What follows belongs to an exercise in optimizing a design on an open flow for small area and a short achievable clock period; a production flow would make more cautious choices.
Only simulation tests tie the RTL to the original design; equivalence was not proved.
Power is estimated from default activity; no workload was simulated.

[flow/constraint.sdc]
create_clock -name core_clock -period 4.4 [get_ports {CLK}]
set_input_delay 0.8800 -clock core_clock [delete_from_list [all_inputs] [get_ports {CLK}]]
set_output_delay 0.8800 -clock core_clock [all_outputs]
set_load 0.01 [all_outputs]
[flow/design.v]
module multiport_regfile #(
  parameter int DATA_BITS = 32,
  parameter int ADDR_BITS = 5,
  parameter int REG_SIZE  = 32,
  parameter int BYPASS    = 1,
  parameter int ZERO_REG  = 1
) (
  input  logic                 CLK,
  input  logic                 rst,
  input  logic [ADDR_BITS-1:0] Read_reg1,
  input  logic [ADDR_BITS-1:0] Read_reg2,
  output logic [DATA_BITS-1:0] Read_data1,
  output logic [DATA_BITS-1:0] Read_data2,
  output logic                 Read_busy1,
  output logic                 Read_busy2,
  input  logic                 Write_enable0,
  input  logic                 Write_enable1,
  input  logic [ADDR_BITS-1:0] Write_reg0,
  input  logic [ADDR_BITS-1:0] Write_reg1,
  input  logic [DATA_BITS-1:0] Write_data0,
  input  logic [DATA_BITS-1:0] Write_data1,
  input  logic                 Issue_enable,
  input  logic [ADDR_BITS-1:0] Issue_reg
);
  logic [REG_SIZE-1:0][DATA_BITS-1:0] regs_q;
  logic [REG_SIZE-1:0][DATA_BITS-1:0] regs_d;
  logic [REG_SIZE-1:0]                busy_q;
  logic [REG_SIZE-1:0]                busy_d;
  logic [1:0][ADDR_BITS-1:0] raddr;
  logic [1:0][DATA_BITS-1:0] rdata_q;
  logic [1:0][DATA_BITS-1:0] rdata_d;
  logic [1:0]                rbusy_q;
  logic [1:0]                rbusy_d;
  function automatic logic rd_ok(input logic [ADDR_BITS-1:0] a);
    logic in_range;
    logic is_zero;
    in_range = {1'b0, a} < (ADDR_BITS+1)'(REG_SIZE);
    is_zero  = (ZERO_REG != 0) && (a == '0);
    rd_ok = in_range && !is_zero;
  endfunction
  always_comb begin
    regs_d = regs_q;
    busy_d = busy_q;
    for (int i = 0; i < REG_SIZE; i++) begin
      if (!((ZERO_REG != 0) && (i == 0))) begin
        if (Write_enable0 && (Write_reg0 == ADDR_BITS'(i))) begin
          regs_d[i] = Write_data0;
          busy_d[i] = 1'b0;
        end
        if (Write_enable1 && (Write_reg1 == ADDR_BITS'(i))) begin
          regs_d[i] = Write_data1;
          busy_d[i] = 1'b0;
        end
        if (Issue_enable && (Issue_reg == ADDR_BITS'(i))) begin
          busy_d[i] = 1'b1;
        end
      end
    end
  end
  assign raddr[0] = Read_reg1;
  assign raddr[1] = Read_reg2;
  always_comb begin
    for (int p = 0; p < 2; p++) begin
      rdata_d[p] = '0;
      rbusy_d[p] = 1'b0;
      if (rd_ok(raddr[p])) begin
        if (BYPASS != 0) begin
          rdata_d[p] = regs_d[raddr[p]];
          rbusy_d[p] = busy_d[raddr[p]];
        end else begin
          rdata_d[p] = regs_q[raddr[p]];
          rbusy_d[p] = busy_q[raddr[p]];
        end
      end
    end
  end
  always_ff @(posedge CLK or posedge rst) begin
    if (rst) begin
      regs_q  <= '0;
      busy_q  <= '0;
      rdata_q <= '0;
      rbusy_q <= '0;
    end else begin
      regs_q  <= regs_d;
      busy_q  <= busy_d;
      rdata_q <= rdata_d;
      rbusy_q <= rbusy_d;
    end
  end
  assign Read_data1 = rdata_q[0];
  assign Read_data2 = rdata_q[1];
  assign Read_busy1 = rbusy_q[0];
  assign Read_busy2 = rbusy_q[1];
endmodule
[flow/run.sh]
#!/bin/bash
# synth_recipe.tcl (not shown) runs the flow's synth.tcl, then flattens the netlist and writes it again
# the make line also repeats each setting of config.mk as NAME=value (left out here)
make -C /OpenROAD-flow-scripts/flow DESIGN_CONFIG=/design/flow/config.mk WORK_HOME=/design/flow/orfs CLKGATE_MAP_FILE= SYNTH_SCRIPT=/design/flow/synth_recipe.tcl finish
[flow/config.mk]
export PLATFORM = sky130hd
export DESIGN_NAME = multiport_regfile
export DESIGN_NICKNAME = multiport_regfile
export VERILOG_FILES = /design/flow/design.v
export SDC_FILE = /design/flow/constraint.sdc
export NUM_CORES = 4
export LEC_CHECK = 0
export CAP_MARGIN = 20
export CORE_MARGIN = 2
export CORE_UTILIZATION = 30
export PLACE_DENSITY = 0.35
export SLEW_MARGIN = 20
==> results of run 1 <==
-- cells by family after synthesis --
logic type | count (synthesis) | share of synthesized area
AOI/OAI and AO/OA | 2800 | 0.259
buffers and inverters | 1121 | 0.0715
DFF | 1089 | 0.401
muxes | 371 | 0.0792
and+or+nand+nor | 2685 | 0.190
-- flip-flops by register name, indices dropped and copies added, names as in the netlist --
signal / flops
rbusy_q: 2
regs_q: 992
busy_q: 31
rdata_q: 64
-- cell type report --
class,instances,area [µm²]
fillers,22800,138000
multi-input cells,5856,36400
clock buffers,229,4450
flip-flops and latches,1089,27300
inverters,24,108
repair buffers,1440,14500
well taps,2992,3740
clock inverters,37,455
diodes,50,125
-- per-stage QoR --
step | utilization | total power (W)
global placement | 0.364 | 0.0257
global route | 0.386 | 0.0402
floorplan | - | 0.0198
finish | 0.387 | 0.0392
CTS | 0.386 | 0.0387
detailed placement | 0.364 | 0.0258
-- per-layer routing --
layer | track usage | routed length (µm) | vias to the layer above
li1 | - | - | 31800
met1 | 0.628 | 223000 | 43000
met2 | 0.667 | 232000 | 7438
met3 | 0.154 | 69700 | 1749
met4 | 0.342 | 47400 | 42
met5 | 0 | 284 | -
-- placed cells by master (no fill, tap or decap), drive strengths merged, types with 29 or more instances in the layout --
cell type      Yosys  routed
and3              37      37
nor2             318     318
a31oi            893     893
mux2i            223     223
mux4             132     132
nor4              35      35
a311oi            29      29
a21oi            221     221
buf              372    1286
nor3             838     838
dfrtp           1089    1089
clkdlybuf4s50      0     153
a22o              39      39
o22ai             71      71
nand3            823     823
nand2            497     497
a221oi            58      58
diode              0      50
a22oi            340     340
o21ai            929     929
clkbuf           725     230
-- worst min-delay path: cells and delay by family --
| family | cells | cell delay, ps |
|---|---|---|
| buf+inv | 3 | 820 |
-- power by group through the flow --
stage          clock network (W)  logic [W]  registers, W
3_5_place_dp                   0     0.0123        0.0135
3_3_place_gp                   0     0.0123        0.0135
6_report                  0.0129     0.0129        0.0134
4_1_cts                   0.0129     0.0124        0.0133
5_1_grt                   0.0133     0.0133        0.0136
2_1_floorplan                  0    0.00644        0.0134
-- worst paths after layout --
check,start,endpoint,slack [ps],cells after the start
setup / recovery,Write_enable1,rdata_q[39],290,11
setup reg to reg,regs_q[248],rdata_q[24],1640,5
hold / removal,rst,regs_q[734],520,3
max in group asynchronous,rst,regs_q[856],2600,5
min in group core_clock,busy_q[28],busy_q[28],550,1
hold reg to reg,busy_q[28],busy_q[28],550,1
==> out/results.ini, run 1 <==
[sta]
maxSlewHeadroom=0.156
fin_skew_ps=29.5
fmax_mhz=243
final_max_slew_viol_count=0
post-route-period-util=0.935
setup_viol=0
hold_viol=0
setup_slack_ps=287
rsz0062_at_grt=no
setup_tns_ps=0
tightest_slew_ps=1260
fin_crit_ps=4110
whs_ps=523

[detailed_routing]
vias=84000
viasPerCell=7.17
routedWlPerCell_um=48.9
dr.first_iter.drc_count=15200
drtPass1Iterations=7
wl_um=572000
antenna_left=0
drcViolationCount=0

[logic_synthesis]
synth-async-reset-ratio=1.00
netlist_top_cells_count=1089 x dfrtp_1, 911 x o21ai_0, 860 x a31oi_1, 838 x nor3_1, 823 x nand3_1
synth.area.top_cells=dfrtp_1 40%, a31oi_1 7.9%, o21ai_0 6.7%
ys_seq_elements=1089
yosysWarnings=1
ys_types=87
synth_edf_count=0
synthCells=8066
synth.avg_cell_area_um2=8.43
synth_most_common_cell=dfrtp_1
ys.flop_type=dfrtp_1
synthesis.nets=8160
seq_area_frac_synth=0.401
synth_area_um2=68000
yosys.area.top_type_share=0.401
yosysTopAreaCell=dfrtp_1

[worst_setup_path]
cp_max_fo=20
cp_slowest_stage_delay_ps=660
crit_path_top_delay_cell=nor4_1
path_class=in2reg
path_cells=clkdlybuf4s50_1 > buf_4 > or4b_4 > or2_4 > buf_12 > buf_4 > a31oi_1 > mux2i_1 > o21ai_0 > o31ai_1 > nor4_1
worstPathArrival_ps=4780
required_ps=5070
endpoint_kind=flip-flop
path_common_cell=buf_4
crit_buf_inv=4
cp-start-kind=input port
critPathTopFamily=simple AND/OR/NAND/NOR gates

[clocking]
holdBufCountCts=0
cts_tree=yes
cts_buffers=151
clk_latency_ps=860
clkTransAtPathRegs_ps=60
ctsLongestPathBuffers=3
cts_sinks=1089
ctsResizeCount=0
root_buffer=clkbuf_16
cts_setup_buffers=0
h-tree-depth=4

[finish]
postLayoutCellArea_um2=87100
areaGrowthSynthToFinish_pct=28.0
drive_above_1_share=0.211
instances_no_fill=11700
nNetsFinal=8656

[power]
p_int_w=0.0249
power.density_nw_per_um2=450
p_sw_frac=0.364
switchingPower_w=0.0143
clockPowerShare=0.329
comb_power_share=0.329
irDropWorstVdd_mv=0.396
seqPwrFrac=0.342
p_leak_nw=33.5

[global_route]
grt_max_degree=127
grt_antenna_before_repair=79
grt_pass1_vias=78000
grt.overflow.total=0
grtUsageTotal=0.482
grt_pass1_wl_um=757000

[die]
start_util=0.302
die_y_um=480
core.rowCount=174
die_width_um=480
dieArea_um2=231000
ios=160
core-area_um2=225000

[status]
outcome=finished clean

[flow_run]
cap_violations=0

[hold_path]
hp-class=in2async

[placement]
finalWeightedCongestion=0.989
dp.cells=11400
hpwl_um=380000
portBuffers=159
dp_slack_ps=-428
place_area_um2=82000

==> run 2, diff against run 1 <==
==> flow/design.v (replaced) <==
module multiport_regfile #(
  parameter int DATA_BITS = 32,
  parameter int ADDR_BITS = 5,
  parameter int REG_SIZE  = 32,
  parameter int BYPASS    = 1,
  parameter int ZERO_REG  = 1
) (
  input  logic                 CLK,
  input  logic                 rst,
  input  logic [ADDR_BITS-1:0] Read_reg1,
  input  logic [ADDR_BITS-1:0] Read_reg2,
  output logic [DATA_BITS-1:0] Read_data1,
  output logic [DATA_BITS-1:0] Read_data2,
  output logic                 Read_busy1,
  output logic                 Read_busy2,
  input  logic                 Write_enable0,
  input  logic                 Write_enable1,
  input  logic [ADDR_BITS-1:0] Write_reg0,
  input  logic [ADDR_BITS-1:0] Write_reg1,
  input  logic [DATA_BITS-1:0] Write_data0,
  input  logic [DATA_BITS-1:0] Write_data1,
  input  logic                 Issue_enable,
  input  logic [ADDR_BITS-1:0] Issue_reg
);
  localparam int NREG = 32;
  logic [NREG-1:1][DATA_BITS-1:0] regs_q;
  logic [NREG-1:1]                valid_q;
  logic [NREG-1:1]                busy_q;
  logic [NREG-1:1] w0_hit, w1_hit, is_hit;
  always_comb begin
    for (int i = 1; i < NREG; i++) begin
      w0_hit[i] = Write_enable0 && (Write_reg0 == ADDR_BITS'(i));
      w1_hit[i] = Write_enable1 && (Write_reg1 == ADDR_BITS'(i));
      is_hit[i] = Issue_enable  && (Issue_reg  == ADDR_BITS'(i));
    end
  end
  logic [NREG-1:1][DATA_BITS-1:0] regs_d;
  always_comb begin
    for (int i = 1; i < NREG; i++) begin
      logic s1, s0, h;
      s1 = w1_hit[i];
      s0 = w0_hit[i] & ~w1_hit[i];
      h  = ~(w0_hit[i] | w1_hit[i]);
      regs_d[i] = ({DATA_BITS{s1}} & Write_data1) |
                  ({DATA_BITS{s0}} & Write_data0) |
                  ({DATA_BITS{h}}  & regs_q[i]);
    end
  end
  always_ff @(posedge CLK) regs_q <= regs_d;
  always_ff @(posedge CLK or posedge rst) begin
    if (rst) begin
      valid_q <= '0;
      busy_q  <= '0;
    end else begin
      valid_q <= valid_q | w0_hit | w1_hit;
      busy_q  <= (busy_q & ~(w0_hit | w1_hit)) | is_hit;
    end
  end
  logic [1:0][ADDR_BITS-1:0] raddr;
  logic [1:0][DATA_BITS-1:0] rdata_d, rdata_q;
  logic [1:0]                rbusy_d, rbusy_q;
  assign raddr[0] = Read_reg1;
  assign raddr[1] = Read_reg2;
  always_comb begin
    for (int p = 0; p < 2; p++) begin
      logic [NREG-1:1] rsel;
      logic            nz, bp0, bp1, bpi;
      logic [DATA_BITS-1:0] stored;
      logic            sbusy;
      nz  = (raddr[p] != '0);
      bp1 = nz && Write_enable1 && (Write_reg1 == raddr[p]);
      bp0 = nz && Write_enable0 && (Write_reg0 == raddr[p]);
      bpi = nz && Issue_enable  && (Issue_reg  == raddr[p]);
      stored = '0;
      sbusy  = 1'b0;
      for (int i = 1; i < NREG; i++) begin
        rsel[i] = (raddr[p] == ADDR_BITS'(i));
        stored  = stored | ({DATA_BITS{rsel[i] & valid_q[i]}} & regs_q[i]);
        sbusy   = sbusy | (rsel[i] & busy_q[i]);
      end
      rdata_d[p] = bp1 ? Write_data1 : bp0 ? Write_data0 : stored;
      rbusy_d[p] = bpi | (sbusy & ~bp0 & ~bp1);
    end
  end
  always_ff @(posedge CLK or posedge rst) begin
    if (rst) begin
      rdata_q <= '0;
      rbusy_q <= '0;
    end else begin
      rdata_q <= rdata_d;
      rbusy_q <= rbusy_d;
    end
  end
  assign Read_data1 = rdata_q[0];
  assign Read_data2 = rdata_q[1];
  assign Read_busy1 = rbusy_q[0];
  assign Read_busy2 = rbusy_q[1];
endmodule
--- a/flow/config.mk
+++ b/flow/config.mk
@@ -10,3 +10,4 @@
 export CORE_UTILIZATION = 30
 export PLACE_DENSITY = 0.35
+export SETUP_SLACK_MARGIN = 1.5
 export SLEW_MARGIN = 20
==> out/results.ini, run 2 <==
[clocking]
cts_buffers=147
holdBufCountCts=0
clk_latency_ps=840
ctsLongestPathBuffers=3
cts_tree=yes
root_buffer=clkbuf_16
cts_sinks=1120
h-tree-depth=4
clkTransAtPathRegs_ps=60

[logic_synthesis]
synthCells=7127
synth_most_common_cell=mux2i_1
synth-async-reset-ratio=0.114
synth_edf_count=0
yosysWarnings=1
netlist_top_cells_count=1003 x mux2i_1, 992 x dfxtp_1, 719 x a22oi_1, 680 x nand2_1, 596 x nor2_1
yosysTopAreaCell=dfxtp_1
ys.flop_type=dfxtp_1
synthesis.nets=7221
ys_types=69
seq_area_frac_synth=0.386
synth.area.top_cells=dfxtp_1 33%, mux2i_1 17%, a22oi_1 9.0%
synth.avg_cell_area_um2=8.39
ys_seq_elements=1120
yosys.area.top_type_share=0.332
synth_area_um2=59800

[power]
irDropWorstVdd_mv=0.402
power.density_nw_per_um2=489
p_leak_nw=30.3

[global_route]
grtUsageTotal=0.419
grt_pass1_vias=58500
grt.overflow.total=0
grt_pass1_wl_um=575000
grt_max_degree=67
grt_antenna_before_repair=47

[sta]
hold_viol=0
maxSlewHeadroom=0.204
fmax_mhz=333
fin_skew_ps=34.2
final_max_slew_viol_count=0
setup_tns_ps=0
setup_viol=0
fin_crit_ps=3000
post-route-period-util=0.682
rsz0062_at_grt=no
tightest_slew_ps=1190

[placement]
portBuffers=159
dp.cells=9548
hpwl_um=286000
finalWeightedCongestion=0.974

[flow_run]
cap_violations=0

[worst_setup_path]
crit_path_top_delay_cell=dfrtp_1
reg2reg_slack_ps=1400
r2r-end=rdata_q[61]
cp_slowest_stage_delay_ps=980
cp-start-kind=flip-flop
path_class=reg2reg
crit_buf_inv=2
critPathTopFamily=simple AND/OR/NAND/NOR gates
worstPathArrival_ps=3690
required_ps=5090
path_cells=and4bb_2 > buf_4 > a22oi_1 > nand2_1 > nor4_2 > buf_4 > a21oi_1
endpoint_kind=flip-flop
path_common_cell=buf_4
reg2reg_depth=7
regToRegStartpoint=valid_q[27]
cp_max_fo=8

[finish]
top_register=regs_q
layout_commonest_cell=mux2i_1
largest_register_ff_count=992
top_regs=regs_q x992, rdata_q x64
instances_no_fill=9856
regArea_um2=23100
areaGrowthSynthToFinish_pct=21.6
drive_above_1_share=0.133
layout_common_cells=1003 x mux2i_1, 992 x dfxtp_1, 719 x a22oi_1
multi_input_area_um2=33800
final_core_util=0.368
nNetsFinal=7168
n_fill_cell=20100

[hold_path]
hp-class=reg2reg
min_from=valid_q[4]
whs_endpoint=valid_q[4]
hold_depth=1

[die]
die_width_um=450
core-area_um2=198000
start_util=0.302
die_y_um=450
core.rowCount=163
dieArea_um2=203000
ios=160

[detailed_routing]
dr.first_iter.drc_count=11100
drcViolationCount=0
wl_um=444000
vias=64100
drtPass1Iterations=10
antenna_left=0
routedWlPerCell_um=45.0
viasPerCell=6.50

[status]
outcome=finished clean

[run 2: worst max-delay path by stage]
stage | start | endpoint | cells past startpoint
floorplan | Read_reg2[1] | rdata_q[60] | 10
global placement | Read_reg1[1] | rdata_q[17] | 8
detailed placement | Read_reg2[0] | rdata_q[61] | 8
CTS | Read_reg2[2] | rdata_q[45] | 9
global route | Read_reg2[1] | rdata_q[37] | 11
finish | valid_q[27] | rdata_q[61] | 7
[run 2: timing repair]
action,4_1_cts,5_1_grt
setup endpoints to repair,122,120
setup buffers,10,7
resized for setup,61,78
pin swaps,3,6
[run 2: cell type report]
type | instances | area share
Antenna cell | 25 | 0.000861
Sequential cell | 1120 | 0.317
Multi-Input combinational cell | 5099 | 0.465
Inverter | 30 | 0.00160
Clock buffer | 229 | 0.0614
Clock inverter | 37 | 0.00608
Timing Repair Buffer | 676 | 0.102
Tap cell | 2640 | 0.0454
[run 2: routing by layer]
metal,wire length [µm],GRT usage
met5,254,0
met1,185000,0.562
met4,28300,0.228
met3,46200,0.109
met2,184000,0.611
[run 2: kinds of logic (layout without fill, tap and decap cells)]
family	count (synthesis)	count (layout)	synth area share
compound gates	2089	2089	0.223
xor+xnor	30	30	0.00440
buf+inv	908	972	0.0645
flops	1120	1120	0.386
mux	1007	1007	0.169
other cells	0	25	0
simple gates	1973	1973	0.154
[run 2: metrics by stage]
step           power, W  area (µm²)  hold WS [ps]  setup slack [ps]
3_5_place_dp     0.0225       67100           493               131
5_1_grt          0.0364       72600           538              1500
6_report         0.0355       72700           504              1400
3_3_place_gp     0.0224       67000           500              -147
2_1_floorplan    0.0185       59800           443              1810
4_1_cts          0.0351       72300           507              1400
[run 2: power by group]
| part | switching (W) | internal, W | leakage (nW) |
|---|---|---|---|
| Sequential | 0.00375 | 0.0131 | 9.90 |
| Combinational | 0.00324 | 0.00275 | 17.9 |
| Clock | 0.00533 | 0.00739 | 2.41 |
| Total | 0.0123 | 0.0232 | 30.3 |

==> what the ideal ports hide <==
The results above use ideal ports. As a check the final layouts listed here were re-extracted and re-timed, cells and wires unchanged. Step 1 assumes that a clkbuf_16 drives the clock port and a buf_2 every other input. Step 2 adds t to the input delays and takes it off the output delays; t is the mean of the earliest and latest rising clock arrival at the registers after step 1. Input paths then give back, and output paths get back, about the clock's delay inside the block. Slacks: ideal ports / drivers / drivers and shift; pairs: ideal ports / drivers.
run	t (ns)	setup WS [ns]	worst setup path after step 2	worst register clock-pin slew, ns
run 1	0.943	0.287 / 0.359 / -0.583	input to register	0.07 / 0.07
run 2	0.922	1.399 / 1.399 / 0.539	input to register	0.06 / 0.06
With both steps, setup timing fails in run 1, where it was met with ideal ports. For run 1, which loses most, drivers alone change the setup slack by +0.072 ns; drivers and shift together by -0.870 ns.
